Source: an optimization exercise on an open RTL-to-GDS flow (aim: small area). Production flows keep margins and buffers that such runs may drop.
At most, simulation tests tie the RTL to the original design; equivalence was not proved.
Function not checked in runs 3 and 4: the RTL went through the layout flow alone.
Power is estimated from default activity; no workload was simulated.

==> flow/design.v <==
`default_nettype none
package diablo_alu_pkg;
  localparam int ALU_OP_W = 4;
  typedef enum logic [ALU_OP_W-1:0] {
    ALU_ADD  = 4'd0,
    ALU_SUB  = 4'd1,
    ALU_AND  = 4'd2,
    ALU_OR   = 4'd3,
    ALU_XOR  = 4'd4,
    ALU_SLL  = 4'd5,
    ALU_SRL  = 4'd6,
    ALU_SRA  = 4'd7,
    ALU_SLT  = 4'd8,
    ALU_SLTU = 4'd9,
    ALU_MUL  = 4'd10,
    ALU_DIV  = 4'd11,
    ALU_DIVU = 4'd12,
    ALU_REM  = 4'd13,
    ALU_REMU = 4'd14
  } alu_op_e;
  typedef enum logic [1:0] {
    ST_IDLE = 2'd0,
    ST_BUSY = 2'd1,
    ST_DONE = 2'd2
  } alu_state_e;
  function automatic logic op_is_iter(input alu_op_e op);
    case (op)
      diablo_alu_pkg::ALU_MUL, diablo_alu_pkg::ALU_DIVU, diablo_alu_pkg::ALU_REMU: op_is_iter = 1'b1;
      diablo_alu_pkg::ALU_DIV, diablo_alu_pkg::ALU_REM: op_is_iter = 1'b1;
      default:                     op_is_iter = 1'b0;
    endcase
  endfunction
endpackage
`default_nettype wire
`default_nettype none
module alu_fa (
  input  logic i_a,
  input  logic i_b,
  input  logic i_c,
  output logic o_s,
  output logic o_c
);
  assign o_s = i_a ^ i_b ^ i_c;
  assign o_c = (i_a & i_b) | (i_a & i_c) | (i_b & i_c);
endmodule
module alu_muldiv_iter
#(
  parameter int XLEN = 64
) (
  input  logic [XLEN-1:0] i_acc,
  input  logic            i_bitin,
  input  logic [XLEN-1:0] i_b,
  input  logic            i_c1,
  input  logic            i_c0,
  input  logic            i_y64,
  input  logic            i_cin,
  output logic [XLEN:0]   o_sum
);
  logic [XLEN:0] x, y, s0, c0, pa;
  logic [7:0] bc;
  assign x = {i_acc, i_bitin};
  always_comb for (int i = 0; i < XLEN; i++) y[i] = i_b[i] ? i_c1 : i_c0;
  assign y[XLEN] = i_y64;
  assign bc[0] = i_cin;
  alu_fa u_fa0 (.i_a(x[0]), .i_b(y[0]), .i_c(bc[0]), .o_s(s0[0]), .o_c(c0[0]));
  alu_fa u_fa1 (.i_a(x[1]), .i_b(y[1]), .i_c(c0[0]), .o_s(s0[1]), .o_c(c0[1]));
  alu_fa u_fa2 (.i_a(x[2]), .i_b(y[2]), .i_c(c0[1]), .o_s(s0[2]), .o_c(c0[2]));
  alu_fa u_fa3 (.i_a(x[3]), .i_b(y[3]), .i_c(c0[2]), .o_s(s0[3]), .o_c(c0[3]));
  alu_fa u_fa4 (.i_a(x[4]), .i_b(y[4]), .i_c(c0[3]), .o_s(s0[4]), .o_c(c0[4]));
  alu_fa u_fa5 (.i_a(x[5]), .i_b(y[5]), .i_c(c0[4]), .o_s(s0[5]), .o_c(c0[5]));
  alu_fa u_fa6 (.i_a(x[6]), .i_b(y[6]), .i_c(c0[5]), .o_s(s0[6]), .o_c(c0[6]));
  alu_fa u_fa7 (.i_a(x[7]), .i_b(y[7]), .i_c(c0[6]), .o_s(s0[7]), .o_c(c0[7]));
  alu_fa u_fa8 (.i_a(x[8]), .i_b(y[8]), .i_c(c0[7]), .o_s(s0[8]), .o_c(c0[8]));
  assign o_sum[8:0] = s0[8:0];
  assign bc[1] = c0[8];
  assign s0[9] = x[9] ^ y[9];
  assign c0[9] = x[9] & y[9];
  alu_fa u_fa10 (.i_a(x[10]), .i_b(y[10]), .i_c(c0[9]), .o_s(s0[10]), .o_c(c0[10]));
  alu_fa u_fa11 (.i_a(x[11]), .i_b(y[11]), .i_c(c0[10]), .o_s(s0[11]), .o_c(c0[11]));
  alu_fa u_fa12 (.i_a(x[12]), .i_b(y[12]), .i_c(c0[11]), .o_s(s0[12]), .o_c(c0[12]));
  alu_fa u_fa13 (.i_a(x[13]), .i_b(y[13]), .i_c(c0[12]), .o_s(s0[13]), .o_c(c0[13]));
  alu_fa u_fa14 (.i_a(x[14]), .i_b(y[14]), .i_c(c0[13]), .o_s(s0[14]), .o_c(c0[14]));
  alu_fa u_fa15 (.i_a(x[15]), .i_b(y[15]), .i_c(c0[14]), .o_s(s0[15]), .o_c(c0[15]));
  alu_fa u_fa16 (.i_a(x[16]), .i_b(y[16]), .i_c(c0[15]), .o_s(s0[16]), .o_c(c0[16]));
  alu_fa u_fa17 (.i_a(x[17]), .i_b(y[17]), .i_c(c0[16]), .o_s(s0[17]), .o_c(c0[17]));
  alu_fa u_fa18 (.i_a(x[18]), .i_b(y[18]), .i_c(c0[17]), .o_s(s0[18]), .o_c(c0[18]));
  assign pa[9] = s0[9];
  assign o_sum[9] = s0[9] ^ bc[1];
  assign pa[10] = pa[9] & s0[10];
  assign o_sum[10] = s0[10] ^ (bc[1] & pa[9]);
  assign pa[11] = pa[10] & s0[11];
  assign o_sum[11] = s0[11] ^ (bc[1] & pa[10]);
  assign pa[12] = pa[11] & s0[12];
  assign o_sum[12] = s0[12] ^ (bc[1] & pa[11]);
  assign pa[13] = pa[12] & s0[13];
  assign o_sum[13] = s0[13] ^ (bc[1] & pa[12]);
  assign pa[14] = pa[13] & s0[14];
  assign o_sum[14] = s0[14] ^ (bc[1] & pa[13]);
  assign pa[15] = pa[14] & s0[15];
  assign o_sum[15] = s0[15] ^ (bc[1] & pa[14]);
  assign pa[16] = pa[15] & s0[16];
  assign o_sum[16] = s0[16] ^ (bc[1] & pa[15]);
  assign pa[17] = pa[16] & s0[17];
  assign o_sum[17] = s0[17] ^ (bc[1] & pa[16]);
  assign pa[18] = pa[17] & s0[18];
  assign o_sum[18] = s0[18] ^ (bc[1] & pa[17]);
  assign bc[2] = c0[18] | (bc[1] & pa[18]);
  assign s0[19] = x[19] ^ y[19];
  assign c0[19] = x[19] & y[19];
  alu_fa u_fa20 (.i_a(x[20]), .i_b(y[20]), .i_c(c0[19]), .o_s(s0[20]), .o_c(c0[20]));
  alu_fa u_fa21 (.i_a(x[21]), .i_b(y[21]), .i_c(c0[20]), .o_s(s0[21]), .o_c(c0[21]));
  alu_fa u_fa22 (.i_a(x[22]), .i_b(y[22]), .i_c(c0[21]), .o_s(s0[22]), .o_c(c0[22]));
  alu_fa u_fa23 (.i_a(x[23]), .i_b(y[23]), .i_c(c0[22]), .o_s(s0[23]), .o_c(c0[23]));
  alu_fa u_fa24 (.i_a(x[24]), .i_b(y[24]), .i_c(c0[23]), .o_s(s0[24]), .o_c(c0[24]));
  alu_fa u_fa25 (.i_a(x[25]), .i_b(y[25]), .i_c(c0[24]), .o_s(s0[25]), .o_c(c0[25]));
  alu_fa u_fa26 (.i_a(x[26]), .i_b(y[26]), .i_c(c0[25]), .o_s(s0[26]), .o_c(c0[26]));
  alu_fa u_fa27 (.i_a(x[27]), .i_b(y[27]), .i_c(c0[26]), .o_s(s0[27]), .o_c(c0[27]));
  alu_fa u_fa28 (.i_a(x[28]), .i_b(y[28]), .i_c(c0[27]), .o_s(s0[28]), .o_c(c0[28]));
  assign pa[19] = s0[19];
  assign o_sum[19] = s0[19] ^ bc[2];
  assign pa[20] = pa[19] & s0[20];
  assign o_sum[20] = s0[20] ^ (bc[2] & pa[19]);
  assign pa[21] = pa[20] & s0[21];
  assign o_sum[21] = s0[21] ^ (bc[2] & pa[20]);
  assign pa[22] = pa[21] & s0[22];
  assign o_sum[22] = s0[22] ^ (bc[2] & pa[21]);
  assign pa[23] = pa[22] & s0[23];
  assign o_sum[23] = s0[23] ^ (bc[2] & pa[22]);
  assign pa[24] = pa[23] & s0[24];
  assign o_sum[24] = s0[24] ^ (bc[2] & pa[23]);
  assign pa[25] = pa[24] & s0[25];
  assign o_sum[25] = s0[25] ^ (bc[2] & pa[24]);
  assign pa[26] = pa[25] & s0[26];
  assign o_sum[26] = s0[26] ^ (bc[2] & pa[25]);
  assign pa[27] = pa[26] & s0[27];
  assign o_sum[27] = s0[27] ^ (bc[2] & pa[26]);
  assign pa[28] = pa[27] & s0[28];
  assign o_sum[28] = s0[28] ^ (bc[2] & pa[27]);
  assign bc[3] = c0[28] | (bc[2] & pa[28]);
  assign s0[29] = x[29] ^ y[29];
  assign c0[29] = x[29] & y[29];
  alu_fa u_fa30 (.i_a(x[30]), .i_b(y[30]), .i_c(c0[29]), .o_s(s0[30]), .o_c(c0[30]));
  alu_fa u_fa31 (.i_a(x[31]), .i_b(y[31]), .i_c(c0[30]), .o_s(s0[31]), .o_c(c0[31]));
  alu_fa u_fa32 (.i_a(x[32]), .i_b(y[32]), .i_c(c0[31]), .o_s(s0[32]), .o_c(c0[32]));
  alu_fa u_fa33 (.i_a(x[33]), .i_b(y[33]), .i_c(c0[32]), .o_s(s0[33]), .o_c(c0[33]));
  alu_fa u_fa34 (.i_a(x[34]), .i_b(y[34]), .i_c(c0[33]), .o_s(s0[34]), .o_c(c0[34]));
  alu_fa u_fa35 (.i_a(x[35]), .i_b(y[35]), .i_c(c0[34]), .o_s(s0[35]), .o_c(c0[35]));
  alu_fa u_fa36 (.i_a(x[36]), .i_b(y[36]), .i_c(c0[35]), .o_s(s0[36]), .o_c(c0[36]));
  alu_fa u_fa37 (.i_a(x[37]), .i_b(y[37]), .i_c(c0[36]), .o_s(s0[37]), .o_c(c0[37]));
  alu_fa u_fa38 (.i_a(x[38]), .i_b(y[38]), .i_c(c0[37]), .o_s(s0[38]), .o_c(c0[38]));
  assign pa[29] = s0[29];
  assign o_sum[29] = s0[29] ^ bc[3];
  assign pa[30] = pa[29] & s0[30];
  assign o_sum[30] = s0[30] ^ (bc[3] & pa[29]);
  assign pa[31] = pa[30] & s0[31];
  assign o_sum[31] = s0[31] ^ (bc[3] & pa[30]);
  assign pa[32] = pa[31] & s0[32];
  assign o_sum[32] = s0[32] ^ (bc[3] & pa[31]);
  assign pa[33] = pa[32] & s0[33];
  assign o_sum[33] = s0[33] ^ (bc[3] & pa[32]);
  assign pa[34] = pa[33] & s0[34];
  assign o_sum[34] = s0[34] ^ (bc[3] & pa[33]);
  assign pa[35] = pa[34] & s0[35];
  assign o_sum[35] = s0[35] ^ (bc[3] & pa[34]);
  assign pa[36] = pa[35] & s0[36];
  assign o_sum[36] = s0[36] ^ (bc[3] & pa[35]);
  assign pa[37] = pa[36] & s0[37];
  assign o_sum[37] = s0[37] ^ (bc[3] & pa[36]);
  assign pa[38] = pa[37] & s0[38];
  assign o_sum[38] = s0[38] ^ (bc[3] & pa[37]);
  assign bc[4] = c0[38] | (bc[3] & pa[38]);
  assign s0[39] = x[39] ^ y[39];
  assign c0[39] = x[39] & y[39];
  alu_fa u_fa40 (.i_a(x[40]), .i_b(y[40]), .i_c(c0[39]), .o_s(s0[40]), .o_c(c0[40]));
  alu_fa u_fa41 (.i_a(x[41]), .i_b(y[41]), .i_c(c0[40]), .o_s(s0[41]), .o_c(c0[41]));
  alu_fa u_fa42 (.i_a(x[42]), .i_b(y[42]), .i_c(c0[41]), .o_s(s0[42]), .o_c(c0[42]));
  alu_fa u_fa43 (.i_a(x[43]), .i_b(y[43]), .i_c(c0[42]), .o_s(s0[43]), .o_c(c0[43]));
  alu_fa u_fa44 (.i_a(x[44]), .i_b(y[44]), .i_c(c0[43]), .o_s(s0[44]), .o_c(c0[44]));
  alu_fa u_fa45 (.i_a(x[45]), .i_b(y[45]), .i_c(c0[44]), .o_s(s0[45]), .o_c(c0[45]));
  alu_fa u_fa46 (.i_a(x[46]), .i_b(y[46]), .i_c(c0[45]), .o_s(s0[46]), .o_c(c0[46]));
  alu_fa u_fa47 (.i_a(x[47]), .i_b(y[47]), .i_c(c0[46]), .o_s(s0[47]), .o_c(c0[47]));
  assign pa[39] = s0[39];
  assign o_sum[39] = s0[39] ^ bc[4];
  assign pa[40] = pa[39] & s0[40];
  assign o_sum[40] = s0[40] ^ (bc[4] & pa[39]);
  assign pa[41] = pa[40] & s0[41];
  assign o_sum[41] = s0[41] ^ (bc[4] & pa[40]);
  assign pa[42] = pa[41] & s0[42];
  assign o_sum[42] = s0[42] ^ (bc[4] & pa[41]);
  assign pa[43] = pa[42] & s0[43];
  assign o_sum[43] = s0[43] ^ (bc[4] & pa[42]);
  assign pa[44] = pa[43] & s0[44];
  assign o_sum[44] = s0[44] ^ (bc[4] & pa[43]);
  assign pa[45] = pa[44] & s0[45];
  assign o_sum[45] = s0[45] ^ (bc[4] & pa[44]);
  assign pa[46] = pa[45] & s0[46];
  assign o_sum[46] = s0[46] ^ (bc[4] & pa[45]);
  assign pa[47] = pa[46] & s0[47];
  assign o_sum[47] = s0[47] ^ (bc[4] & pa[46]);
  assign bc[5] = c0[47] | (bc[4] & pa[47]);
  assign s0[48] = x[48] ^ y[48];
  assign c0[48] = x[48] & y[48];
  alu_fa u_fa49 (.i_a(x[49]), .i_b(y[49]), .i_c(c0[48]), .o_s(s0[49]), .o_c(c0[49]));
  alu_fa u_fa50 (.i_a(x[50]), .i_b(y[50]), .i_c(c0[49]), .o_s(s0[50]), .o_c(c0[50]));
  alu_fa u_fa51 (.i_a(x[51]), .i_b(y[51]), .i_c(c0[50]), .o_s(s0[51]), .o_c(c0[51]));
  alu_fa u_fa52 (.i_a(x[52]), .i_b(y[52]), .i_c(c0[51]), .o_s(s0[52]), .o_c(c0[52]));
  alu_fa u_fa53 (.i_a(x[53]), .i_b(y[53]), .i_c(c0[52]), .o_s(s0[53]), .o_c(c0[53]));
  alu_fa u_fa54 (.i_a(x[54]), .i_b(y[54]), .i_c(c0[53]), .o_s(s0[54]), .o_c(c0[54]));
  alu_fa u_fa55 (.i_a(x[55]), .i_b(y[55]), .i_c(c0[54]), .o_s(s0[55]), .o_c(c0[55]));
  alu_fa u_fa56 (.i_a(x[56]), .i_b(y[56]), .i_c(c0[55]), .o_s(s0[56]), .o_c(c0[56]));
  assign pa[48] = s0[48];
  assign o_sum[48] = s0[48] ^ bc[5];
  assign pa[49] = pa[48] & s0[49];
  assign o_sum[49] = s0[49] ^ (bc[5] & pa[48]);
  assign pa[50] = pa[49] & s0[50];
  assign o_sum[50] = s0[50] ^ (bc[5] & pa[49]);
  assign pa[51] = pa[50] & s0[51];
  assign o_sum[51] = s0[51] ^ (bc[5] & pa[50]);
  assign pa[52] = pa[51] & s0[52];
  assign o_sum[52] = s0[52] ^ (bc[5] & pa[51]);
  assign pa[53] = pa[52] & s0[53];
  assign o_sum[53] = s0[53] ^ (bc[5] & pa[52]);
  assign pa[54] = pa[53] & s0[54];
  assign o_sum[54] = s0[54] ^ (bc[5] & pa[53]);
  assign pa[55] = pa[54] & s0[55];
  assign o_sum[55] = s0[55] ^ (bc[5] & pa[54]);
  assign pa[56] = pa[55] & s0[56];
  assign o_sum[56] = s0[56] ^ (bc[5] & pa[55]);
  assign bc[6] = c0[56] | (bc[5] & pa[56]);
  assign s0[57] = x[57] ^ y[57];
  assign c0[57] = x[57] & y[57];
  alu_fa u_fa58 (.i_a(x[58]), .i_b(y[58]), .i_c(c0[57]), .o_s(s0[58]), .o_c(c0[58]));
  alu_fa u_fa59 (.i_a(x[59]), .i_b(y[59]), .i_c(c0[58]), .o_s(s0[59]), .o_c(c0[59]));
  alu_fa u_fa60 (.i_a(x[60]), .i_b(y[60]), .i_c(c0[59]), .o_s(s0[60]), .o_c(c0[60]));
  alu_fa u_fa61 (.i_a(x[61]), .i_b(y[61]), .i_c(c0[60]), .o_s(s0[61]), .o_c(c0[61]));
  alu_fa u_fa62 (.i_a(x[62]), .i_b(y[62]), .i_c(c0[61]), .o_s(s0[62]), .o_c(c0[62]));
  alu_fa u_fa63 (.i_a(x[63]), .i_b(y[63]), .i_c(c0[62]), .o_s(s0[63]), .o_c(c0[63]));
  alu_fa u_fa64 (.i_a(x[64]), .i_b(y[64]), .i_c(c0[63]), .o_s(s0[64]), .o_c(c0[64]));
  assign pa[57] = s0[57];
  assign o_sum[57] = s0[57] ^ bc[6];
  assign pa[58] = pa[57] & s0[58];
  assign o_sum[58] = s0[58] ^ (bc[6] & pa[57]);
  assign pa[59] = pa[58] & s0[59];
  assign o_sum[59] = s0[59] ^ (bc[6] & pa[58]);
  assign pa[60] = pa[59] & s0[60];
  assign o_sum[60] = s0[60] ^ (bc[6] & pa[59]);
  assign pa[61] = pa[60] & s0[61];
  assign o_sum[61] = s0[61] ^ (bc[6] & pa[60]);
  assign pa[62] = pa[61] & s0[62];
  assign o_sum[62] = s0[62] ^ (bc[6] & pa[61]);
  assign pa[63] = pa[62] & s0[63];
  assign o_sum[63] = s0[63] ^ (bc[6] & pa[62]);
  assign pa[64] = pa[63] & s0[64];
  assign o_sum[64] = s0[64] ^ (bc[6] & pa[63]);
  assign bc[7] = c0[64] | (bc[6] & pa[64]);
endmodule
`default_nettype wire
`default_nettype none
module alu_seq
#(
  parameter int XLEN = 64
) (
  input  logic            clk,
  input  logic            rst_n,
  input  logic            in_valid,
  output logic            in_ready,
  input  logic [diablo_alu_pkg::ALU_OP_W-1:0] in_op,
  input  logic [XLEN-1:0] in_a,
  input  logic [XLEN-1:0] in_b,
  output logic            out_valid,
  input  logic            out_ready,
  output logic [XLEN-1:0] out_result,
  output logic            out_err
);
  localparam int SHW = $clog2(XLEN);
  localparam logic [1:0] S_PRE = 2'd0, S_P0 = 2'd1, S_P1 = 2'd2, S_P2 = 2'd3;
  logic            r_ov;
  logic [1:0]      r_st;
  logic [SHW-1:0]  r_k;
  logic            r_abit;
  logic            r_pbit;
  logic [XLEN-1:0] r_acc;
  logic [XLEN-1:0] r_q;
  logic            r_psgn;
  logic            r_f1;
  logic            r_f2;
  logic [3:0]      r_op;
  diablo_alu_pkg::alu_op_e w_op;
  logic w_p0, w_p1, w_p2, w_first, w_lastk, w_last, w_done;
  logic w_add, w_sub_op, w_logic, w_shift, w_mul, w_cmp, w_isdiv, w_two;
  logic w_signed, w_rem, w_sa, w_bn, w_negq, w_e, w_e63, w_sub, w_bk, w_diff, w_lt, w_lbit;
  logic [SHW-1:0]  w_kn;
  logic [SHW:0]    w_idx;
  logic            w_bitin, w_yen, w_yinv, w_y64, w_cin;
  logic [XLEN:0]   w_sum;
  assign w_op     = diablo_alu_pkg::alu_op_e'(r_op);
  assign w_add    = (w_op == diablo_alu_pkg::ALU_ADD);
  assign w_sub_op = (w_op == diablo_alu_pkg::ALU_SUB);
  assign w_logic  = (w_op == diablo_alu_pkg::ALU_AND) || (w_op == diablo_alu_pkg::ALU_OR) ||
                    (w_op == diablo_alu_pkg::ALU_XOR);
  assign w_shift  = (w_op == diablo_alu_pkg::ALU_SLL) || (w_op == diablo_alu_pkg::ALU_SRL) ||
                    (w_op == diablo_alu_pkg::ALU_SRA);
  assign w_cmp    = (w_op == diablo_alu_pkg::ALU_SLT) || (w_op == diablo_alu_pkg::ALU_SLTU);
  assign w_mul    = (w_op == diablo_alu_pkg::ALU_MUL);
  assign w_isdiv  = diablo_alu_pkg::op_is_iter(w_op) && !w_mul;
  assign w_two    = w_logic || w_cmp;
  assign w_signed = (w_op == diablo_alu_pkg::ALU_DIV) || (w_op == diablo_alu_pkg::ALU_REM);
  assign w_rem    = (w_op == diablo_alu_pkg::ALU_REM) || (w_op == diablo_alu_pkg::ALU_REMU);
  assign w_sa     = w_signed && in_a[XLEN-1];
  assign w_bn     = w_signed && in_b[XLEN-1];
  assign w_p0     = (r_st == S_P0);
  assign w_p1     = (r_st == S_P1);
  assign w_p2     = (r_st == S_P2);
  assign w_first  = (r_k == SHW'(XLEN-1));
  assign w_lastk  = (r_k == '0);
  assign w_last   = w_p2 || (w_p1 && w_two) || (w_p0 && !w_two && !w_isdiv);
  assign w_done   = w_last && w_lastk;
  assign in_ready = !r_ov && (w_done || !in_valid);
  assign out_valid  = r_ov;
  assign out_result = r_acc;
  assign out_err    = (r_op == 4'd15);
  assign w_kn = (r_st == S_PRE) ? SHW'(XLEN-1) : (r_k - 1'b1);
  always_comb begin
    case (in_op)
      4'd5:       w_idx = {1'b0, w_kn} - {1'b0, in_b[SHW-1:0]};
      4'd6, 4'd7: w_idx = {1'b0, w_kn} + {1'b0, in_b[SHW-1:0]};
      default:    w_idx = {1'b0, w_kn};
    endcase
  end
  always_ff @(posedge clk) begin
    r_abit <= w_idx[SHW] ? ((in_op == 4'd7) && in_a[XLEN-1]) : in_a[w_idx[SHW-1:0]];
  end
  assign w_bk   = r_acc[XLEN-1];
  assign w_diff = r_abit ^ w_bk;
  always_comb begin
    case (w_op)
      diablo_alu_pkg::ALU_AND: w_lbit = r_abit & w_bk;
      diablo_alu_pkg::ALU_OR:  w_lbit = r_abit | w_bk;
      default:                 w_lbit = w_diff;
    endcase
  end
  assign w_lt = (r_f1 && !w_first) ? r_f2
              : (w_diff && ((w_first && w_op == diablo_alu_pkg::ALU_SLT) ? r_abit : w_bk));
  assign w_e63  = ((&r_acc) && r_psgn) || (r_f2 && r_pbit);
  assign w_e    = w_sa && (w_first ? w_e63 : r_f2);
  assign w_negq = (w_sa ^ w_bn) && !r_f1;
  assign w_sub  = w_p1 ? !r_psgn : w_sa;
  always_comb begin
    w_bitin = 1'b0;
    w_yen   = 1'b0;
    w_yinv  = 1'b0;
    w_y64   = 1'b0;
    w_cin   = 1'b0;
    case (r_st)
      S_P0: begin
        if (w_add || w_sub_op || w_shift) w_bitin = r_abit;
        if (w_add || w_sub_op || w_two)   w_yen   = w_lastk;
        if (w_sub_op) begin
          w_yinv = w_lastk;
          w_cin  = w_lastk;
        end
        if (w_mul) w_yen = r_abit;
      end
      S_P1: begin
        if (w_logic) w_bitin = w_lbit;
        if (w_cmp)   w_bitin = w_lastk && w_lt;
        if (w_isdiv) begin
          w_bitin = r_abit ^ w_sa;
          w_yen   = 1'b1;
          w_yinv  = w_sub ^ w_bn;
          w_cin   = w_sub ^ w_bn;
          w_y64   = w_sub;
        end
      end
      S_P2: begin
        if (!w_rem) begin
          w_bitin = r_q[XLEN-1] ^ w_negq;
          w_cin   = w_lastk && (w_e ^ w_negq);
        end else begin
          w_bitin = !w_e && (r_acc[XLEN-1] ^ w_sa);
          w_yen   = w_lastk && !w_e && r_psgn;
          w_yinv  = w_lastk && !w_e && r_psgn && (w_sa ^ w_bn);
          w_cin   = w_lastk && !w_e && r_psgn && (w_sa ^ w_bn);
        end
      end
      default: ;
    endcase
  end
  alu_muldiv_iter #(
    .XLEN (XLEN)
  ) u_dp (
    .i_acc  (r_acc),
    .i_bitin(w_bitin),
    .i_b    (in_b),
    .i_c1   (w_yen ^ w_yinv),
    .i_c0   (w_yinv),
    .i_y64  (w_y64),
    .i_cin  (w_cin),
    .o_sum  (w_sum)
  );
  always_ff @(posedge clk or negedge rst_n) begin
    if (!rst_n) begin
      r_ov <= 1'b0;
      r_st <= S_PRE;
    end else begin
      if (r_ov) begin
        if (out_ready) r_ov <= 1'b0;
      end else if (in_valid && w_done) begin
        r_ov <= 1'b1;
      end
      if (r_ov || !in_valid || w_done)    r_st <= S_PRE;
      else if (r_st == S_PRE || w_lastk)  r_st <= r_st + 1'b1;
    end
  end
  always_ff @(posedge clk) begin
    r_k    <= w_kn;
    r_pbit <= w_bitin;
    r_q    <= {r_q[XLEN-2:0], !w_sum[XLEN]};
    if (w_p0) r_psgn <= 1'b0;
    if (w_p1) r_psgn <= w_sum[XLEN];
  end
  always_ff @(posedge clk) begin
    if (!r_ov) r_acc <= w_sum[XLEN-1:0];
    if (!r_ov && r_st == S_PRE) r_op <= in_op;
  end
  always_ff @(posedge clk) begin
    if (w_p1) begin
      if (w_isdiv) begin
        if (w_first) r_f1 <= !w_sum[XLEN];
        r_f2 <= !w_first && (((&r_acc) && r_psgn) || (r_f2 && r_pbit));
      end else begin
        r_f1 <= (r_f1 && !w_first) || w_diff;
        r_f2 <= w_lt;
      end
    end else if (w_p2 && w_first) begin
      r_f2 <= w_e63;
    end
  end
endmodule
`default_nettype wire
==> flow/flow/run.sh <==
#!/bin/bash
# Layout of alu_seq: the standard flow (standard.sh, all steps unchanged), with the port
# buffers that global placement inserts on every input and output made of the smallest buffer
# cell, sky130_fd_sc_hd__buf_1, in place of the flow's default choice. Each tool's output is kept
# in a log of its own here; ORFS also keeps per-step logs under orfs/logs.
set -euo pipefail
export BUFFER_PORTS_ARGS="-buffer_cell sky130_fd_sc_hd__buf_1"
bash standard.sh > standard.log 2>&1
==> flow/standard.sh <==
#!/bin/bash
# synth_recipe.tcl (not shown) runs the flow's synth.tcl, then flattens the netlist and writes it again
# the make line also repeats each setting of config.mk as NAME=value (left out here)
make -C /OpenROAD-flow-scripts/flow DESIGN_CONFIG=/design/flow/config.mk WORK_HOME=/design/flow/orfs CLKGATE_MAP_FILE= SYNTH_SCRIPT=/design/flow/synth_recipe.tcl "${@:-finish}"
==> flow/config.mk <==
export PLATFORM = sky130hd
export DESIGN_NAME = alu_seq
export DESIGN_NICKNAME = alu_seq
export VERILOG_FILES = /design/flow/design.v
export SDC_FILE = /design/flow/constraint.sdc
export NUM_CORES = 4
export LEC_CHECK = 0
export CAP_MARGIN = 20
export CORE_MARGIN = 2
export CORE_UTILIZATION = 40
export SLEW_MARGIN = 20
export SYNTH_HIERARCHICAL = 1
==> flow/constraint.sdc <==
create_clock -name core_clock -period 10.0 [get_ports {clk}]
set_input_delay 2.0000 -clock core_clock [delete_from_list [all_inputs] [get_ports {clk}]]
set_output_delay 2.0000 -clock core_clock [all_outputs]
set_load 0.01 [all_outputs]
==> run_results.csv, run 1 <==
group,metric,value,unit
run_status,status,"no timing/DRC/antenna violations",
worst_setup_path,slowest_stage,"fa_1",
layout,area_delta_synth_final,17.19,%
layout,final_cells,1244,
synthesis,synth_area,8895,um^2
synthesis,ys_seq_elements,146,
timing,min_period,9.434,ns
layout,final_core_util,47.76,%
clock_tree,cts.sinks,146,
grt,use_met3,4.083,%
clock_tree,cts_made_buffers,17,
worst_setup_path,path_class,"input port to register",
die,die_area,23450,um^2
clock_tree,clk_latency,0.42,ns
die,floorplan.initialDensity,40.76,%
worst_setup_path,worstPathArrival,9.59,ns
placement,dp.cells,1211,
die,core_area,21820,um^2
synthesis,ys_warn_count,9,
die,ios,203,
placement,place.gp.congestion,0.8756,
worst_setup_path,crit_path_frequent_cell,"fa_1",
detailed_routing,via_per_inst,5.296,
layout,final_nets,1175,
placement,dpl.hpwl,17550,um
worst_setup_path,worstPathMaxFanout,28,
placement,place.port_buffers,202,
pwr,ir_drop,0.1213,mV
die,rows,54,
grt,grt-ovfl-total,0,
pwr,internal-power,0.001667,W
clock_tree,cts_setup_buffers,0,
layout,fin_area,10420,um^2
synthesis,ys.flop_type,"dfxtp_1",
timing,slew_headroom,40.56,%
worst_setup_path,ff2ff_setup_slack,0.87,ns
grt,grt-busiest-layer,"met2",
timing,slew_viol_final,0,
detailed_routing,wl,22600,um
layout,layout_commonest_cell,"buf_1",
grt,track_usage,19.39,%
layout,layout_common_cells,"202 x buf_1, 72 x dfxtp_1, 71 x edfxtp_1",
timing,fin_crit_sh,94.34,%
synthesis,ys_seq_area_share,41.02,%
hold_path,hp-class,"register to register",
clock_tree,htree_levels,4,
timing,finalSetupTns,0,ns
timing,hold_viol,0,
pwr,clkPwrFrac,22.7,%
worst_setup_path,cp-start-kind,"input port",
detailed_routing,drt_iter0_markers,418,
clock_tree,cts_root_buf,"clkbuf_16",
synthesis,synth_edf_count,71,
pwr,seq_power_share,41.2,%
grt,met2_usage,31.72,%
synthesis,syn_area_per_cell,11.63,um^2
die,die_x,153.1,um
layout,drive_gt1_share,12.36,%
grt,grt_pass1_vias,6616,
pwr,p_sw,0.001050,W
grt,grt_pass1_wl,35960,um
timing,rsz0062_at_grt,"false",
pwr,swShare,38.64,%
placement,place_area,9846,um^2
detailed_routing,num_vias,6588,
worst_setup_path,cp_slowest_stage_delay,0.53,ns
worst_setup_path,required,10.16,ns
detailed_routing,wl_per_cell,18.17,um
synthesis,async_flop_share,2.055,%
clock_tree,path_clk_slew,0.06,ns
synthesis,syn_inst,765,
pwr,total_power,0.002716,W
pwr,p_leak,4.332,nW
timing,worst_pin_slew,0.8916,ns
synthesis,synth_nets,990,
timing,finClkSkew,0.01319,ns
pwr,pwr_density_cell,260.6,nW/um^2
synthesis,synth_cell_types,71,
worst_setup_path,setup.worst_path.end_class,"register",
grt,grt_max_degree,67,
pwr,power_frac_comb,36.1,%
detailed_routing,dr.pass1.iters,6,
grt,grt_util_met1,26.51,%
clock_tree,cts_hold_buf,0,
clock_tree,cts_buffer_depth,2,
detailed_routing,drc,0,
flow_run,maxCapViolCount,0,
clock_tree,cts_resized,0,
timing,setup-violations-final,0,
die,die_h,153.1,um
clock_tree,cts_tree,"yes",
timing,fmax,106.0,MHz
detailed_routing,ant_nets,0,
grt,antenna_found_initial,1,
## worst paths after layout
check | from | to | cells after the start
max reg2reg | r_acc[10] | r_f1 | 30
min in group asynchronous | rst_n | r_st[1] | 1
max | in_a[63] | r_f1 | 29
min reg2reg | r_q[28] | r_q[29] | 0
min | r_q[28] | r_q[29] | 0
max in group asynchronous | rst_n | r_st[0] | 1
## per-module statistics from Yosys, one instance, submodules excluded, a selection
module | copies in the design | cells | flip-flops and latches | area [um^2]
alu_fa | 59 | 1 | 0 | 20.02
alu_seq | 1 | 472 | 146 | 5788
## critical path: cells and delay by family
kind | cells | cell delay (ns)
xor+xnor | 1 | 0.19
simple gates | 9 | 1.72
fa+ha+maj | 10 | 3.84
buf+inv | 2 | 0.30
compound gates | 6 | 1.21
mux | 1 | 0.30
## per-layer routing
| layer | vias up | wire length [um] |
|---|---|---|
| met4 | 0 | 240 |
| met5 | - | 0 |
| met1 | 3192 | 10170 |
| li1 | 3133 | - |
| met3 | 16 | 1426 |
| met2 | 247 | 10770 |
## synthesized netlist by cell type (12+ instances only)
master    number  area (um^2)
dfxtp_1       72         1441
edfxtp_1      71         2132
nand2_1       46        172.7
xnor2_1       39        341.6
a21oi_1       18        90.09
inv_1         18        67.56
nor2_1        48        180.2
mux2_2        65        732.0
nand3_1       25        125.1
and2_1        12        75.07
and3_1        14        87.58
ha_1          29        362.9
clkbuf_1      24        90.09
fa_1          60         1201
xor2_1        29        254.0
nand4_1       25        156.4
nor3b_1       15        112.6
mux2i_1       14        140.1
## kinds of logic after synthesis
logic type / count (synthesis) / share of synthesized area (%)
and+or+nand+nor: 235 / 14.33
muxes: 79 / 9.804
xor gates and xnor gates: 68 / 6.696
DFF: 146 / 41.02
AOI/OAI and AO/OA: 89 / 7.470
buffers and inverters: 59 / 3.095
adders and majority gates: 89 / 17.58
## power by group through the flow
stage | clock network [W] | logic, W | registers, W
after detailed placement | 0 | 0.000971 | 0.00113
after floorplan | 0 | 0.000681 | 0.00109
after global routing | 0.000655 | 0.00109 | 0.00115
after CTS | 0.000631 | 0.000981 | 0.00112
after global placement | 0 | 0.000972 | 0.00113
final | 0.000618 | 0.000980 | 0.00112
## state kept, by name, indices dropped and copies added (netlist names), 2 cells and up
name   count
r_acc     64
r_q       64
r_k        6
r_op       4
r_st       2
## per-stage QoR
stage / hold slack (ns) / worst slack, ns
after floorplan: 0.3096 / 0.9591
after global placement: 0.3111 / 0.3415
after detailed placement: 0.3121 / 0.1311
after CTS: 0.3252 / 0.5723
after global routing: 0.3284 / 0.1341
final: 0.3239 / 0.5660
## area by class of cell
type | instances | area, um^2
Sequential cell | 146 | 3649
Clock inverter | 14 | 125.1
Inverter | 18 | 67.56
Clock buffer | 18 | 450.4
Antenna cell | 1 | 2.502
Multi-Input combinational cell | 560 | 4984
Fill cell | 2048 | 11400
Timing Repair Buffer | 207 | 795.8
Tap cell | 280 | 350.3
==> run 2, diff against run 1 <==
--- a/flow/flow/run.sh
+++ b/flow/flow/run.sh
@@ -5,4 +5,5 @@
 # in a log of its own here; ORFS also keeps per-step logs under orfs/logs.
 set -euo pipefail
 export BUFFER_PORTS_ARGS="-buffer_cell sky130_fd_sc_hd__buf_1"
+export CTS_ARGS="-sink_clustering_enable -repair_clock_nets -dont_use_dummy_load -buf_list sky130_fd_sc_hd__clkbuf_8 -root_buf sky130_fd_sc_hd__clkbuf_8 -sink_clustering_size 40 -sink_clustering_max_diameter 100"
 bash standard.sh > standard.log 2>&1
--- a/flow/config.mk
+++ b/flow/config.mk
@@ -8,5 +8,8 @@
 export CAP_MARGIN = 20
 export CORE_MARGIN = 2
 export CORE_UTILIZATION = 40
+export CTS_BUF_LIST = sky130_fd_sc_hd__clkbuf_8
+export CTS_CLUSTER_DIAMETER = 100
+export CTS_CLUSTER_SIZE = 40
 export SLEW_MARGIN = 20
 export SYNTH_HIERARCHICAL = 1
==> run_results.csv, run 2 <==
group,metric,value,unit
worst_setup_path,cp-start-kind,"input port",
worst_setup_path,worst_r2r_endpoint,"r_f1",
synthesis,ys_seq_elements,146,
timing,setup-violations-final,0,
worst_setup_path,crit_path_frequent_cell,"fa_1",
flow_run,maxCapViolCount,0,
synthesis,yosys.area_share.simple,14.33,%
detailed_routing,dr.pass1.iters,5,
die,die_x,153.1,um
die,die_h,153.1,um
layout,final_cells,1229,
worst_setup_path,cp_slowest_stage_delay,0.53,ns
timing,hold_viol,0,
grt,grt-ovfl-total,0,
worst_setup_path,r2r_start,"r_acc[10]",
synthesis,synth-adder-area-share,17.58,%
synthesis,syn_area_per_cell,11.63,um^2
clock_tree,htree_levels,4,
synthesis,async_flop_share,2.055,%
grt,antenna_found_initial,1,
detailed_routing,ant_nets,0,
worst_setup_path,worstPathMaxFanout,28,
hold_path,min_path_cells,0,
timing,finClkSkew,0.02912,ns
layout,area_delta_synth_final,13.35,%
grt,grt_pass1_vias,6572,
pwr,ir_drop,0.1076,mV
detailed_routing,wl,22490,um
hold_path,hp-class,"register to register",
clock_tree,cts_made_buffers,17,
worst_setup_path,required,10.18,ns
die,die_area,23450,um^2
timing,finalSetupTns,0,ns
run_status,status,"no timing/DRC/antenna violations",
detailed_routing,drc,0,
detailed_routing,wl_per_cell,18.30,um
worst_setup_path,ff2ff_setup_slack,0.88,ns
synthesis,ys.flop_type,"dfxtp_1",
detailed_routing,drt_iter0_markers,416,
grt,grt_max_degree,67,
die,core_area,21820,um^2
synthesis,synth_top_area_share,23.97,%
placement,dp.cells,1211,
synthesis,yosysMostFrequentCell,"dfxtp_1",
placement,dpl.hpwl,17550,um
detailed_routing,via_per_inst,5.310,
timing,fmax,106.4,MHz
die,floorplan.initialDensity,40.76,%
layout,seqCellArea,3649,um^2
synthesis,ys_warn_count,9,
layout,final_nets,1175,
layout,multi_input_area,4984,um^2
synthesis,synth_area,8895,um^2
pwr,p_leak,4.166,nW
synthesis,synth_compound_area_share,7.469,%
grt,track_usage,19.31,%
placement,place.gp.congestion,0.8756,
timing,slew_viol_final,0,
clock_tree,cts_tree,"yes",
detailed_routing,num_vias,6526,
synthesis,synth_mux_area_share,9.804,%
hold_path,hold_path.startpoint,"r_q[25]",
synthesis,ys_seq_area_share,41.02,%
synthesis,yosysTopAreaCell,"edfxtp_1",
clock_tree,cts_hold_buf,0,
layout,drive_gt1_share,11.08,%
die,ios,203,
worst_setup_path,slowest_stage,"fa_1",
layout,layout_commonest_cell,"buf_1",
clock_tree,cts_buffer_depth,2,
layout,top_regs,"r_acc: 64 flops, r_q: 64 flops, r_k: 6 flops",
synthesis,synth_nets,990,
timing,rsz0062_at_grt,"false",
hold_path,hold_end,"r_q[26]",
clock_tree,cts_root_buf,"clkbuf_8",
synthesis,synth_top_family_by_area,"adder cells",
synthesis,synth_common_cells,"72 x dfxtp_1, 71 x edfxtp_1, 65 x mux2_2",
synthesis,synth_edf_count,71,
clock_tree,cts_setup_buffers,0,
synthesis,yosys.area_share.xor_xnor,6.696,%
layout,nFillCells,2075,
clock_tree,cts_resized,0,
clock_tree,clk_latency,0.45,ns
layout,layout_common_cells,"202 x buf_1, 72 x dfxtp_1, 71 x edfxtp_1",
synthesis,syn_inst,765,
clock_tree,path_clk_slew,0.09,ns
timing,fin_crit_sh,93.99,%
die,rows,54,
clock_tree,cts.sinks,146,
worst_setup_path,setup.worst_path.end_class,"register",
timing,slew_headroom,39.43,%
worst_setup_path,path_class,"input port to register",
synthesis,synth_area_leaders,"edfxtp_1 24%, dfxtp_1 16%, fa_1 14%",
placement,place.port_buffers,202,
pwr,pwr_density_cell,241.5,nW/um^2
timing,min_period,9.399,ns
worst_setup_path,worstPathArrival,9.58,ns
synthesis,synth_cell_types,71,
worst_setup_path,reg2reg_depth,30,
timing,worst_pin_slew,0.9085,ns
grt,grt_pass1_wl,35740,um
-- run 2: cell counts after synthesis --
No cell type changed its count.
-- run 2: per-layer routing --
| metal | track usage (%) | vias to the layer above | share of wire [%] |
|---|---|---|---|
| li1 | - | 3122 | - |
| met1 | 26.52 | 3148 | 46 |
| met2 | 31.44 | 234 | 48 |
| met3 | 3.998 | 22 | 5.7 |
| met4 | 4.718 | 0 | 1.1 |
| met5 | 0 | - | 0 |
-- run 2: power breakdown --
part / switching, W / internal, W / total [W]
Combinational: 0.000577 / 0.000401 / 0.000979
Sequential: 0.000213 / 0.000905 / 0.00112
Clock: 0.000188 / 0.000150 / 0.000338
Total: 0.000979 / 0.00146 / 0.00243
-- run 2: worst max path at each step --
stage	startpoint	cells after the start	end
after global placement	in_a[63]	29	r_f1
final	in_a[63]	29	r_f1
after global routing	in_a[63]	29	r_f1
after floorplan	in_a[63]	30	r_f1
after detailed placement	in_a[63]	29	r_f1
after CTS	in_a[63]	29	r_f1
-- run 2: final cells by class --
type                    instances  share of cell area (%)
multi-input cells             560                   49.43
repair buffers                207                   7.893
inverters                      18                  0.6701
diodes                          1                 0.02482
well taps                     280                   3.475
clock buffers                  17                   2.321
flip-flops and latches        146                   36.19
-- run 2: critical path: cells and delay by family --
family          cells  cell delay (ns)
compound gates      6             1.22
mux                 1             0.30
fa+ha+maj          10             3.83
simple gates        9             1.70
buf+inv             2             0.30
xor+xnor            1             0.20
-- run 2: per-stage QoR --
step	setup slack, ns	power (W)	cell area (um^2)	hold WS (ns)	util [%]
2_1_floorplan	0.9591	0.001775	8895	0.3096	-
3_3_place_gp	0.3415	0.002103	9846	0.3111	45.12
3_5_place_dp	0.1311	0.002101	9846	0.3121	45.12
4_1_cts	0.5946	0.002453	10080	0.3175	46.19
5_1_grt	0.1578	0.002614	10080	0.3184	46.20
6_report	0.6006	0.002435	10080	0.3104	46.20
-- run 2: cells by family (layout without fill, tap and decap cells) --
kind of cell    count (synthesis)  count (layout)
compound gates                 89              89
xor+xnor                       68              68
fa+ha+maj                      89              89
buf+inv                        59             242
flops                         146             146
mux                            79              79
other cells                     0               1
simple gates                  235             235
-- run 2: modules after synthesis (local to each module, per instance), a selection --
| module | flops+latches | cell area (um^2) | times used | cells inside |
|---|---|---|---|---|
| alu_fa | 0 | 20.02 | 59 | 1 |
| alu_seq | 146 | 5788 | 1 | 472 |
==> run 3, diff against run 2 <==
--- a/flow/design.v
+++ b/flow/design.v
@@ -50,16 +50,18 @@
   input  logic [XLEN-1:0] i_acc,
   input  logic            i_bitin,
   input  logic [XLEN-1:0] i_b,
-  input  logic            i_c1,
-  input  logic            i_c0,
+  input  logic            i_yen,
+  input  logic            i_yinv,
   input  logic            i_y64,
   input  logic            i_cin,
   output logic [XLEN:0]   o_sum
 );
   logic [XLEN:0] x, y, s0, c0, pa;
+  logic          w_c1;
   logic [7:0] bc;
-  assign x = {i_acc, i_bitin};
-  always_comb for (int i = 0; i < XLEN; i++) y[i] = i_b[i] ? i_c1 : i_c0;
+  assign x    = {i_acc, i_bitin};
+  assign w_c1 = i_yen ^ i_yinv;
+  always_comb for (int i = 0; i < XLEN; i++) y[i] = i_b[i] ? w_c1 : i_yinv;
   assign y[XLEN] = i_y64;
   assign bc[0] = i_cin;
   alu_fa u_fa0 (.i_a(x[0]), .i_b(y[0]), .i_c(bc[0]), .o_s(s0[0]), .o_c(c0[0]));
@@ -392,8 +394,8 @@
     .i_acc  (r_acc),
     .i_bitin(w_bitin),
     .i_b    (in_b),
-    .i_c1   (w_yen ^ w_yinv),
-    .i_c0   (w_yinv),
+    .i_yen  (w_yen),
+    .i_yinv (w_yinv),
     .i_y64  (w_y64),
     .i_cin  (w_cin),
     .o_sum  (w_sum)
--- a/flow/flow/run.sh
+++ b/flow/flow/run.sh
@@ -5,5 +5,4 @@
 # in a log of its own here; ORFS also keeps per-step logs under orfs/logs.
 set -euo pipefail
 export BUFFER_PORTS_ARGS="-buffer_cell sky130_fd_sc_hd__buf_1"
-export CTS_ARGS="-sink_clustering_enable -repair_clock_nets -dont_use_dummy_load -buf_list sky130_fd_sc_hd__clkbuf_8 -root_buf sky130_fd_sc_hd__clkbuf_8 -sink_clustering_size 40 -sink_clustering_max_diameter 100"
 bash standard.sh > standard.log 2>&1
--- a/flow/config.mk
+++ b/flow/config.mk
@@ -8,8 +8,5 @@
 export CAP_MARGIN = 20
 export CORE_MARGIN = 2
 export CORE_UTILIZATION = 40
-export CTS_BUF_LIST = sky130_fd_sc_hd__clkbuf_8
-export CTS_CLUSTER_DIAMETER = 100
-export CTS_CLUSTER_SIZE = 40
 export SLEW_MARGIN = 20
 export SYNTH_HIERARCHICAL = 1
==> run_results.csv, run 3 <==
group,metric,value,unit
clock_tree,cts_resized,0,
grt,grt_pass1_vias,6957,
detailed_routing,ant_nets,0,
timing,setup_slack,1.004,ns
detailed_routing,drc,0,
layout,top_regs,"r_acc: 64 flops, r_q: 64 flops, r_k: 6 flops",
layout,layout_commonest_cell,"buf_1",
die,core_area,23260,um^2
run_status,status,"no timing/DRC/antenna violations",
worst_setup_path,path_cells,"buf_1, xor2_1, nand2_1, or4b_1, a21oi_4, xnor2_1, ha_1, fa_1, fa_1, fa_1, fa_1, fa_1, fa_1, fa_1, fa_1, fa_1, nand4_1, o41ai_4, nand3_2, o21ai_2, nand3_1, xnor2_1, a2bb2oi_1",
worst_setup_path,slowest_stage,"or4b_1",
synthesis,synth_edf_count,71,
synthesis,ys_seq_area_share,38.93,%
detailed_routing,wl_per_cell,16.26,um
placement,dpl.hpwl,17540,um
layout,final_cells,1390,
timing,fmax,111.2,MHz
worst_setup_path,cp_top_family,"adder cells",
detailed_routing,dr.pass1.iters,5,
timing,worst_pin_slew,0.9102,ns
synthesis,ys_seq_elements,146,
die,die_h,157.1,um
synthesis,ys_warn_count,9,
worst_setup_path,required,10.17,ns
layout,final_nets,1283,
die,die_area,24670,um^2
die,floorplan.initialDensity,40.29,%
grt,grt-ovfl-total,0,
detailed_routing,wl,22600,um
layout,nFillCells,2244,
placement,place.port_buffers,202,
clock_tree,cts_tree,"yes",
synthesis,async_flop_share,2.055,%
layout,drive_gt1_share,6.536,%
synthesis,synth_common_cells,"120 x nand2_1, 109 x xnor2_1, 72 x dfxtp_1",
worst_setup_path,worstPathArrival,9.16,ns
clock_tree,cts_buffer_depth,2,
timing,rsz0062_at_grt,"false",
synthesis,syn_area_per_cell,10.77,um^2
synthesis,yosysMostFrequentCell,"nand2_1",
placement,dp.cells,1358,
timing,finalSetupTns,0,ns
placement,place_area,10380,um^2
clock_tree,cts.sinks,146,
placement,place.gp.congestion,0.8834,
pwr,p_leak,4.288,nW
clock_tree,cts_made_buffers,17,
synthesis,syn_inst,870,
layout,final_core_util,47.31,%
timing,hold_viol,0,
worst_setup_path,crit_path_frequent_cell,"fa_1",
worst_setup_path,crit_buf_inv,1,
timing,slew_viol_final,0,
synthesis,synth_top_area_share,22.75,%
worst_setup_path,path_class,"input port to register",
clock_tree,htree_levels,4,
timing,setup-violations-final,0,
detailed_routing,num_vias,7074,
synthesis,yosysTopAreaCell,"edfxtp_1",
clock_tree,cts_hold_buf,0,
pwr,pwr_density_cell,264.3,nW/um^2
clock_tree,clk_latency,0.43,ns
timing,finClkSkew,0.01165,ns
layout,fin_area,11010,um^2
synthesis,synth_area,9371,um^2
flow_run,maxCapViolCount,0,
grt,track_usage,18.42,%
timing,min_period,8.996,ns
die,rows,56,
synthesis,synth_area_leaders,"edfxtp_1 23%, dfxtp_1 15%, fa_1 13%",
worst_setup_path,setup.worst_path.end_class,"register",
grt,grt_pass1_wl,35300,um
clock_tree,path_clk_slew,0.07,ns
timing,fin_crit_sh,89.96,%
hold_path,hp-class,"register to register",
clock_tree,cts_root_buf,"clkbuf_16",
worst_setup_path,cp-start-kind,"input port",
grt,grt_max_degree,67,
timing,slew_headroom,39.32,%
layout,antenna_cells,0,
synthesis,synth_nets,1095,
layout,area_delta_synth_final,17.44,%
die,die_x,157.1,um
worst_setup_path,worstPathMaxFanout,11,
die,ios,203,
grt,antenna_found_initial,0,
detailed_routing,via_per_inst,5.089,
synthesis,synth_cell_types,80,
synthesis,ys.flop_type,"dfxtp_1",
detailed_routing,drt_iter0_markers,342,
clock_tree,cts_setup_buffers,0,
placement,dp_slack,0.5451,ns
worst_setup_path,cp_slowest_stage_delay,0.60,ns
layout,layout_common_cells,"202 x buf_1, 120 x nand2_1, 109 x xnor2_1",
pwr,ir_drop,0.1555,mV
-- run 3: cell count changes in the layout (fill, tap and decap cells not counted), moves of 14 or more --
cell,before,now
clkbuf_8,17,0
nand2_1,46,120
and3_1,14,28
clkbuf_16,0,17
mux2_2,65,3
xnor2_1,39,109
-- run 3: per-module statistics from Yosys, one instance, submodules excluded, a selection --
module	area, um^2	copies in the design
alu_fa	20.02	59
alu_seq	6075	1
-- run 3: per-layer routing --
layer	vias up	share of wire, %	global-route usage [%]
met5	-	0	0
met4	0	1.7	6.017
met3	31	5.4	4.075
met2	201	47	29.26
met1	3385	46	25.05
li1	3457	-	-
-- run 3: cell families (layout without fill, tap and decap cells) --
family / after synthesis / count (layout) / share of synthesized area (%)
flops: 146 / 146 / 38.93
compound gates: 114 / 114 / 9.627
xor+xnor: 134 / 134 / 12.52
mux: 13 / 13 / 2.043
fa+ha+maj: 89 / 89 / 16.69
buf+inv: 70 / 271 / 3.578
simple gates: 304 / 304 / 16.61
-- run 3: path summary, 6_finish.rpt --
| kind | from | endpoint | slack [ns] | cells past startpoint |
|---|---|---|---|---|
| max in group asynchronous | rst_n | r_ov | 8.44 | 1 |
| setup / recovery | in_a[63] | r_f1 | 1.00 | 23 |
| setup reg to reg | r_acc[23] | r_f1 | 1.51 | 27 |
| hold / removal | r_q[55] | r_q[56] | 0.33 | 0 |
| hold reg to reg | r_q[55] | r_q[56] | 0.33 | 0 |
| min in group asynchronous | rst_n | r_st[1] | 1.39 | 1 |
-- run 3: final cells by class --
type                       instances  area, um^2  share of cell area, %
multi-input combinational        654        5414                  49.19
sequential                       146        3649                  33.15
tap                              319       399.1                  3.627
timing repair buffer             208       803.3                  7.299
clock inverter                    15       198.9                  1.808
inverter                          31       116.4                  1.057
clock buffer                      17       425.4                  3.865
-- run 3: where the power goes --
group          internal (W)  switching [W]  total (W)
logic              0.000466       0.000651    0.00112
registers          0.000916       0.000216    0.00113
clock network      0.000348       0.000312   0.000660
total               0.00173        0.00118    0.00291
-- run 3: metrics by stage --
stage | power [W] | hold WS (ns)
finish | 0.002908 | 0.3279
CTS | 0.002931 | 0.3291
global placement | 0.002248 | 0.3107
global route | 0.003106 | 0.3303
floorplan | 0.001919 | 0.3096
detailed placement | 0.002252 | 0.3121
==> run 4, diff against run 3 <==
--- a/flow/design.v
+++ b/flow/design.v
@@ -50,18 +50,16 @@
   input  logic [XLEN-1:0] i_acc,
   input  logic            i_bitin,
   input  logic [XLEN-1:0] i_b,
-  input  logic            i_yen,
-  input  logic            i_yinv,
+  input  logic            i_c1,
+  input  logic            i_c0,
   input  logic            i_y64,
   input  logic            i_cin,
   output logic [XLEN:0]   o_sum
 );
   logic [XLEN:0] x, y, s0, c0, pa;
-  logic          w_c1;
   logic [7:0] bc;
-  assign x    = {i_acc, i_bitin};
-  assign w_c1 = i_yen ^ i_yinv;
-  always_comb for (int i = 0; i < XLEN; i++) y[i] = i_b[i] ? w_c1 : i_yinv;
+  assign x = {i_acc, i_bitin};
+  always_comb for (int i = 0; i < XLEN; i++) y[i] = i_b[i] ? i_c1 : i_c0;
   assign y[XLEN] = i_y64;
   assign bc[0] = i_cin;
   alu_fa u_fa0 (.i_a(x[0]), .i_b(y[0]), .i_c(bc[0]), .o_s(s0[0]), .o_c(c0[0]));
@@ -280,6 +278,7 @@
   logic [1:0]      r_st;
   logic [SHW-1:0]  r_k;
   logic            r_abit;
+  logic            r_lt;
   logic            r_pbit;
   logic [XLEN-1:0] r_acc;
   logic [XLEN-1:0] r_q;
@@ -292,7 +291,7 @@
   logic w_add, w_sub_op, w_logic, w_shift, w_mul, w_cmp, w_isdiv, w_two;
   logic w_signed, w_rem, w_sa, w_bn, w_negq, w_e, w_e63, w_sub, w_bk, w_diff, w_lt, w_lbit;
   logic [SHW-1:0]  w_kn;
-  logic [SHW:0]    w_idx;
+  logic            w_knl, w_hold;
   logic            w_bitin, w_yen, w_yinv, w_y64, w_cin;
   logic [XLEN:0]   w_sum;
   assign w_op     = diablo_alu_pkg::alu_op_e'(r_op);
@@ -305,7 +304,7 @@
   assign w_cmp    = (w_op == diablo_alu_pkg::ALU_SLT) || (w_op == diablo_alu_pkg::ALU_SLTU);
   assign w_mul    = (w_op == diablo_alu_pkg::ALU_MUL);
   assign w_isdiv  = diablo_alu_pkg::op_is_iter(w_op) && !w_mul;
-  assign w_two    = w_logic || w_cmp;
+  assign w_two    = w_logic || w_cmp || w_shift;
   assign w_signed = (w_op == diablo_alu_pkg::ALU_DIV) || (w_op == diablo_alu_pkg::ALU_REM);
   assign w_rem    = (w_op == diablo_alu_pkg::ALU_REM) || (w_op == diablo_alu_pkg::ALU_REMU);
   assign w_sa     = w_signed && in_a[XLEN-1];
@@ -321,16 +320,11 @@
   assign out_valid  = r_ov;
   assign out_result = r_acc;
   assign out_err    = (r_op == 4'd15);
-  assign w_kn = (r_st == S_PRE) ? SHW'(XLEN-1) : (r_k - 1'b1);
-  always_comb begin
-    case (in_op)
-      4'd5:       w_idx = {1'b0, w_kn} - {1'b0, in_b[SHW-1:0]};
-      4'd6, 4'd7: w_idx = {1'b0, w_kn} + {1'b0, in_b[SHW-1:0]};
-      default:    w_idx = {1'b0, w_kn};
-    endcase
-  end
+  assign w_kn  = (r_st == S_PRE) ? SHW'(XLEN-1) : (r_k - 1'b1);
+  assign w_knl = (w_kn < in_b[SHW-1:0]);
   always_ff @(posedge clk) begin
-    r_abit <= w_idx[SHW] ? ((in_op == 4'd7) && in_a[XLEN-1]) : in_a[w_idx[SHW-1:0]];
+    r_abit <= ((in_op == 4'd6 || in_op == 4'd7) && w_knl) ? ((in_op == 4'd7) && in_a[XLEN-1]) : in_a[w_kn];
+    r_lt   <= w_knl;
   end
   assign w_bk   = r_acc[XLEN-1];
   assign w_diff = r_abit ^ w_bk;
@@ -356,7 +350,7 @@
     case (r_st)
       S_P0: begin
         if (w_add || w_sub_op || w_shift) w_bitin = r_abit;
-        if (w_add || w_sub_op || w_two)   w_yen   = w_lastk;
+        if (w_add || w_sub_op || w_logic || w_cmp) w_yen = w_lastk;
         if (w_sub_op) begin
           w_yinv = w_lastk;
           w_cin  = w_lastk;
@@ -364,6 +358,7 @@
         if (w_mul) w_yen = r_abit;
       end
       S_P1: begin
+        if (w_shift && w_op != diablo_alu_pkg::ALU_SLL) w_bitin = r_acc[XLEN-1];
         if (w_logic) w_bitin = w_lbit;
         if (w_cmp)   w_bitin = w_lastk && w_lt;
         if (w_isdiv) begin
@@ -394,8 +389,8 @@
     .i_acc  (r_acc),
     .i_bitin(w_bitin),
     .i_b    (in_b),
-    .i_yen  (w_yen),
-    .i_yinv (w_yinv),
+    .i_c1   (w_yen ^ w_yinv),
+    .i_c0   (w_yinv),
     .i_y64  (w_y64),
     .i_cin  (w_cin),
     .o_sum  (w_sum)
@@ -421,8 +416,9 @@
     if (w_p0) r_psgn <= 1'b0;
     if (w_p1) r_psgn <= w_sum[XLEN];
   end
+  assign w_hold = w_p1 && w_shift && ((w_op == diablo_alu_pkg::ALU_SLL) ? !r_lt : r_lt);
   always_ff @(posedge clk) begin
-    if (!r_ov) r_acc <= w_sum[XLEN-1:0];
+    if (!r_ov && !w_hold) r_acc <= w_sum[XLEN-1:0];
     if (!r_ov && r_st == S_PRE) r_op <= in_op;
   end
   always_ff @(posedge clk) begin
--- a/flow/flow/run.sh
+++ b/flow/flow/run.sh
@@ -5,4 +5,5 @@
 # in a log of its own here; ORFS also keeps per-step logs under orfs/logs.
 set -euo pipefail
 export BUFFER_PORTS_ARGS="-buffer_cell sky130_fd_sc_hd__buf_1"
+export CTS_ARGS="-sink_clustering_enable -repair_clock_nets -dont_use_dummy_load -buf_list sky130_fd_sc_hd__clkbuf_16 -root_buf sky130_fd_sc_hd__clkbuf_16 -sink_clustering_size 50 -sink_clustering_max_diameter 200"
 bash standard.sh > standard.log 2>&1
==> run_results.csv, run 4 <==
group,metric,value,unit
synthesis,syn_inst,720,
pwr,seq_power_share,44.0,%
die,die_h,151.8,um
layout,drive_gt1_share,13.05,%
timing,slew_headroom,40.70,%
placement,place.gp.congestion,0.8563,
layout,seqCellArea,3669,um^2
worst_setup_path,ff2ff_setup_slack,1.43,ns
worst_setup_path,worstPathArrival,9.25,ns
detailed_routing,wl,21200,um
timing,min_period,9.089,ns
synthesis,synth_cell_types,78,
placement,dp_slack,0.4132,ns
placement,dp.cells,1167,
grt,track_usage,18.47,%
layout,fin_area,10140,um^2
die,rows,54,
synthesis,synth_top_area_share,24.40,%
placement,place.port_buffers,202,
detailed_routing,num_vias,6252,
clock_tree,htree_levels,4,
worst_setup_path,required,10.16,ns
detailed_routing,drt_iter0_markers,320,
pwr,internal-power,0.001628,W
synthesis,synth_area,8740,um^2
layout,top_regs,"r_acc: 64 flops, r_q: 64 flops, r_k: 6 flops",
clock_tree,cts_hold_buf,0,
grt,antenna_found_initial,2,
die,floorplan.initialDensity,40.42,%
timing,fin_crit_sh,90.89,%
worst_setup_path,reg2reg_depth,27,
run_status,status,"no timing/DRC/antenna violations",
timing,setup-violations-final,0,
die,ios,203,
synthesis,synth_nets,941,
layout,final_cells,1184,
clock_tree,cts_buffer_depth,2,
worst_setup_path,worstPathMaxFanout,23,
synthesis,ys_seq_elements,147,
grt,grt_max_degree,65,
synthesis,yosysMostFrequentCell,"dfxtp_1",
detailed_routing,via_per_inst,5.280,
worst_setup_path,setup.worst_path.end_class,"register",
pwr,clkPwrFrac,19.3,%
grt,grt_pass1_wl,33580,um
pwr,power_frac_comb,36.7,%
grt,grt-ovfl-total,0,
worst_setup_path,path_class,"input port to register",
synthesis,yosysTopAreaCell,"edfxtp_1",
pwr,pwr_density_cell,258.9,nW/um^2
synthesis,ys_warn_count,9,
clock_tree,clk_latency,0.42,ns
die,die_x,151.8,um
clock_tree,cts.sinks,147,
grt,grt_pass1_vias,6179,
worst_setup_path,slowest_stage,"or4_4",
layout,nFillCells,2049,
layout,layout_common_cells,"202 x buf_1, 73 x dfxtp_1, 71 x edfxtp_1",
synthesis,synth_edf_count,71,
layout,layout_commonest_cell,"buf_1",
detailed_routing,ant_nets,0,
pwr,ir_drop,0.1102,mV
pwr,p_sw,0.0009978,W
layout,area_delta_synth_final,16.02,%
clock_tree,cts_made_buffers,17,
worst_setup_path,path_cells,"buf_1, nand3_1, or4_4, a31o_1, and2_2, mux2_2, ha_1, fa_1, fa_1, fa_1, fa_1, fa_1, fa_1, fa_1, fa_1, fa_1, nand3_1, nor3_1, o31a_2, a31oi_4, nor3b_2, xor2_1, inv_1, o22a_1",
timing,whs,0.3144,ns
clock_tree,path_clk_slew,0.06,ns
timing,fmax,110.0,MHz
synthesis,ys.flop_type,"dfxtp_1",
timing,finalSetupTns,0,ns
detailed_routing,dr.pass1.iters,5,
layout,final_nets,1127,
timing,worst_pin_slew,0.8895,ns
die,core_area,21620,um^2
flow_run,maxCapViolCount,0,
synthesis,syn_area_per_cell,12.14,um^2
hold_path,hold_end,"r_q[50]",
detailed_routing,drc,0,
timing,hold_viol,0,
hold_path,hp-class,"register to register",
synthesis,async_flop_share,2.041,%
worst_setup_path,cp-start-kind,"input port",
timing,setup_slack,0.9108,ns
clock_tree,cts_setup_buffers,0,
placement,place_area,9714,um^2
synthesis,ys_seq_area_share,41.98,%
layout,multi_input_area,4787,um^2
layout,antenna_cells,0,
placement,dpl.hpwl,16150,um
clock_tree,cts_tree,"yes",
timing,rsz0062_at_grt,"false",
worst_setup_path,crit_buf_inv,2,
synthesis,synth_common_cells,"73 x dfxtp_1, 71 x edfxtp_1, 68 x mux2_2",
worst_setup_path,r2r_start,"r_k[0]",
clock_tree,cts_root_buf,"clkbuf_16",
worst_setup_path,worst_r2r_endpoint,"r_f1",
hold_path,hold_path.startpoint,"r_q[49]",
worst_setup_path,crit_path_frequent_cell,"fa_1",
worst_setup_path,cp_slowest_stage_delay,0.60,ns
worst_setup_path,cp_top_family,"adder cells",
clock_tree,cts_resized,0,
hold_path,min_path_cells,0,
pwr,swShare,38.01,%
detailed_routing,wl_per_cell,17.91,um
timing,finClkSkew,0.02347,ns
pwr,p_leak,4.140,nW
synthesis,synth_area_leaders,"edfxtp_1 24%, dfxtp_1 17%, fa_1 14%",
timing,slew_viol_final,0,
die,die_area,23050,um^2
[run 4: cell types whose count changed after synthesis, sizes merged, moves of 8 or more]
cell,delta
clkbuf,+9
mux2,+66
xnor2,-71
and3b,+9
o21ai,-8
nor2,-17
nand2,-79
and3,-17
[run 4: logic make-up after synthesis]
group                      Yosys count  synth area share (%)
buffers and inverters               69                 3.608
AOI/OAI and AO/OA                   96                 8.805
muxes                               74                 10.04
and+or+nand+nor                    190                 12.34
adders and majority gates           85                 17.24
DFF                                147                 41.98
xor gates and xnor gates            59                 5.999
[run 4: worst max path at each step]
| stage | startpoint | slack, ns | cells past startpoint | end |
|---|---|---|---|---|
| floorplan | in_a[63] | 1.02 | 26 | r_acc[58] |
| global placement | in_a[63] | 0.59 | 24 | r_f1 |
| detailed placement | in_a[63] | 0.41 | 24 | r_f1 |
| CTS | in_a[63] | 0.88 | 24 | r_f1 |
| global route | in_a[63] | 0.53 | 24 | r_f1 |
| finish | in_a[63] | 0.91 | 24 | r_f1 |
[run 4: area by class of cell]
type | count | share of cell area, %
tap | 280 | 3.455
clock buffer | 17 | 4.195
sequential | 147 | 36.18
inverter | 28 | 1.037
timing repair buffer | 208 | 7.922
multi-input combinational | 504 | 47.21
[run 4: modules after synthesis (local to each module, per instance), a selection]
module,times used,flops+latches
alu_fa,59,0
alu_seq,1,147
[run 4: stage by stage]
step                util (%)  total power, W
floorplan                  -        0.001798
detailed placement     44.93        0.002123
finish                 46.90        0.002626
CTS                    46.90        0.002649
global placement       44.93        0.002120
global route           46.90        0.002808
[run 4: power by group through the flow]
stage          clock [W]  sequential, W  combinational (W)
2_1_floorplan          0        0.00112           0.000673
3_3_place_gp           0        0.00117           0.000951
3_5_place_dp           0        0.00116           0.000958
4_1_cts         0.000521        0.00116           0.000968
5_1_grt         0.000547        0.00120            0.00106
6_report        0.000507        0.00115           0.000964
[run 4: layer usage]
metal	part of all wire [%]	routed length [um]	up-vias	track usage [%]
li1	-	-	2980	-
met3	7.0	1478	18	5.134
met1	45	9565	3038	25.77
met4	1.2	261	4	4.628
met2	47	9869	212	28.61
met5	0.13	28	-	0

## port drivers added, routing unchanged
In the flow no input, the clock included, has a driving cell. The finished layouts below were timed again as built, in two steps.
Step 1 sets driving cells, clkbuf_16 on the clock port and buf_2 on the other inputs (assumed; they add their load-dependent delay and slew).
Step 2 moves the port delays by t, midway between the first and last clock arrival at a register: inputs arrive t later, outputs are due t later. That takes back most of the time a late clock gives input paths.
Three values: ideal ports, drivers, drivers and shift; two values: the first two.
run | t, ns | setup WS [ns] | hold WS [ns] | latest minus earliest clock arrival (ns) | cell pins on the clock port's net
run 1 | 0.458 | 0.566 / 0.585 / 0.127 | 0.324 / 0.324 / 0.324 | 0.013 / 0.014 | 1
run 2 | 0.473 | 0.601 / 0.614 / 0.141 | 0.310 / 0.310 / 0.310 | 0.030 / 0.030 | 1
run 3 | 0.468 | 1.004 / 1.027 / 0.559 | 0.328 / 0.328 / 0.328 | 0.013 / 0.013 | 1
run 4 | 0.455 | 0.911 / 0.929 / 0.474 | 0.314 / 0.314 / 0.314 | 0.024 / 0.023 | 1
After both steps setup and hold are still met in every run listed. For run 2, which loses most, drivers alone change the setup slack by +0.013 ns; drivers and shift together by -0.460 ns.
